Background: an optimization exercise with open tools, aiming at small area, a short achievable clock period and few clock cycles per item. Do not read the settings as production practice. Only simulation tests tie the RTL to the original design; equivalence was not proved. Power and IR drop assume default switching activity.

## fc_stream_layer
module fc_stream_layer #(
    parameter int unsigned N       = 16,
    parameter int unsigned Q       = 12,
    parameter int unsigned IN_LEN  = 8,
    parameter int unsigned OUT_LEN = 4,
    parameter int unsigned RELU    = 1
) (
    input  logic                clk,
    input  logic                global_rst,
    input  logic                ce,
    input  logic signed [N-1:0] data_in,
    input  logic                valid_in,
    input  logic                end_in,
    output logic                in_ready,
    input  logic                w_we,
    input  logic [7:0]          w_addr,
    input  logic [N-1:0]        w_data,
    output logic signed [N-1:0] data_out,
    output logic                valid_op,
    output logic                end_op,
    output logic                overflow
);
    localparam int unsigned ACC_W = 35;
    localparam logic [ACC_W-1:0] CMASK = 35'h7ffffffff;   
    logic [15:0] wram [36];
    logic        wr_q;       
    logic [5:0]  wr_addr_q;
    logic [15:0] wr_data_q;
    logic        wr_now;
    assign wr_now = w_we && !global_rst && w_addr < 8'd36;
    always_ff @(posedge clk) begin
  ...
Settings: LEC_CHECK=0, CAP_MARGIN=20, CORE_MARGIN=2, CORE_UTILIZATION=65, CTS_CLUSTER_DIAMETER=80, CTS_CLUSTER_SIZE=30, PLACE_DENSITY=0.72, SLEW_MARGIN=20, SYNTH_HIERARCHICAL=1, SYNTH_MINIMUM_KEEP_SIZE=0; clock period 12.0 ns.
standard.sh (not shown) runs the stock make flow with config.mk's settings and CLKGATE_MAP_FILE= SYNTH_SCRIPT=/design/flow/synth_recipe.tcl, a recipe that flattens the netlist after the stock synthesis.
==> flow/flow/run.sh <==
#!/bin/bash
# The standard layout, with ORFS's setup repair aiming well below the 12 ns
# clock (the constraints themselves are unchanged): SETUP_SLACK_MARGIN asks
# repair_timing for that much spare slack on every path. Clock tree synthesis
# gets the same clustering as config.mk asks for, without dummy loads.
set -euo pipefail
export SETUP_SLACK_MARGIN=8.5
export CTS_ARGS="-sink_clustering_enable -repair_clock_nets -sink_clustering_size 30 -sink_clustering_max_diameter 80 -dont_use_dummy_load"
bash standard.sh > standard.log 2>&1
Testbench counts at the start, summed over its fixed seeds: cycles 8,240, frames 1,024.
==> next run, changes <==
==> flow/flow/run.sh (replaced) <==
#!/bin/bash
# The standard layout, with ORFS's setup repair aiming well below the 12 ns
# clock (the constraints themselves are unchanged): SETUP_SLACK_MARGIN asks
# repair_timing for that much spare slack on every path.
set -euo pipefail
export SETUP_SLACK_MARGIN=8.4
bash standard.sh > standard.log 2>&1
Settings changed: CORE_UTILIZATION 65 to 55, PLACE_DENSITY 0.72 to 0.65.
The new run finished clean. Die area grows by 18%. Power hardly moves. Utilization shrinks by 12 points. Area after synthesis is unchanged. Maximum frequency grows by 3.6%.
==> next run, changes <==
Settings changed: CORE_UTILIZATION 55 to 65, PLACE_DENSITY 0.65 to 0.72.
Count of clock-buffer cells in the layout rises by 3.
Sequential share of layout area rises by 0.39 points.
Wire length falls by a few percent.
Via count falls slightly.
Non-clock buffer count falls by 8.
Die area falls by about a fifth.
Hold slack improves by 4.4 ps.
==> next run, changes <==
==> flow/flow/run.sh (replaced) <==
#!/bin/bash
# The standard layout, with ORFS's setup repair aiming well below the 12 ns
# clock (the constraints themselves are unchanged): SETUP_SLACK_MARGIN asks
# repair_timing for that much spare slack on every path. Clock tree synthesis
# gets the same clustering as config.mk asks for, without dummy loads.
set -euo pipefail
export SETUP_SLACK_MARGIN=8.45
export CTS_ARGS="-sink_clustering_enable -repair_clock_nets -sink_clustering_size 30 -sink_clustering_max_diameter 80 -dont_use_dummy_load"
bash standard.sh > standard.log 2>&1
Effect:
- The changed run ran to the end with no violations
- final area barely changes
- maximum frequency came out higher by about 1.7%
- sequential share of layout area stays flat
- cell count goes down by about 0.8%
- power grows by about 0.7%
- utilization stays flat
- routed wire length is higher by about 4.4%
- clock skew goes up by 10 ps
==> next run, changes <==
==> flow/flow/run.sh (replaced) <==
#!/bin/bash
# The standard layout, with ORFS's setup repair aiming well below the 12 ns
# clock (the constraints themselves are unchanged): SETUP_SLACK_MARGIN asks
# repair_timing for that much spare slack on every path.
set -euo pipefail
export SETUP_SLACK_MARGIN=8.5
bash standard.sh > standard.log 2>&1
Settings changed: CORE_UTILIZATION 65 to 55, PLACE_DENSITY 0.72 to 0.65.
=> Hold slack stays flat. Synthesized cell count is unchanged. Fmax fell slightly. Sequential power is about the same. Via count is higher slightly.
==> next run, changes <==
--- a/flow/flow/run.sh
+++ b/flow/flow/run.sh
@@ -4,4 +4,4 @@
 # repair_timing for that much spare slack on every path.
 set -euo pipefail
-export SETUP_SLACK_MARGIN=8.5
+export SETUP_SLACK_MARGIN=8.45
 bash standard.sh > standard.log 2>&1
Settings changed: CORE_UTILIZATION 55 to 65, PLACE_DENSITY 0.65 to 0.72.
Wire length goes down by 5.7%. Total power is higher by 0.58%. Worst setup slack loses 24 ps. Synthesized cell count does not change. Utilization went up by 9.6 points. Clock-buffer cell count rises by 4. Critical path depth rose by 7. Cell area goes down by about 2.1%. Non-clock buffer count came out lower by 52. Final cell count came out lower by 4.7%. Maximum frequency went down by about 0.66%.

[static timing again, ports no longer ideal]
How much do the figures lean on ideal ports? The routed layouts below were timed once more, with nothing changed but the port constraints.
Step 1 sets driving cells, clkbuf_16 on the clock port and buf_2 on the other inputs (assumed; they add their load-dependent delay and slew).
Step 2, shift: input delay + t, output delay - t, t = (earliest + latest rising clock arrival at the registers) / 2. This alone moves slack from input paths to output paths.
a / b / c = ideal / step 1 / step 2; a / b = the first two.
run | shift t [ns] | slack for setup (ns) | worst slew at a driven data input, ns
the first run | 0.768 | 8.293 / 8.293 / 7.932 | 0.04
the second run | 0.795 | 8.421 / 8.340 / 7.839 | 0.05
the third run | 0.779 | 8.382 / 8.347 / 7.839 | 0.07
the fourth run | 0.732 | 8.443 / 8.386 / 7.940 | 0.06
the fifth run | 0.788 | 8.432 / 8.353 / 7.972 | 0.07
the sixth run | 0.768 | 8.408 / 8.367 / 7.910 | 0.06
After both steps setup and hold are still met in every run listed. For the second run, which loses most, drivers alone change the setup slack by -0.081 ns; drivers and shift together by -0.582 ns.
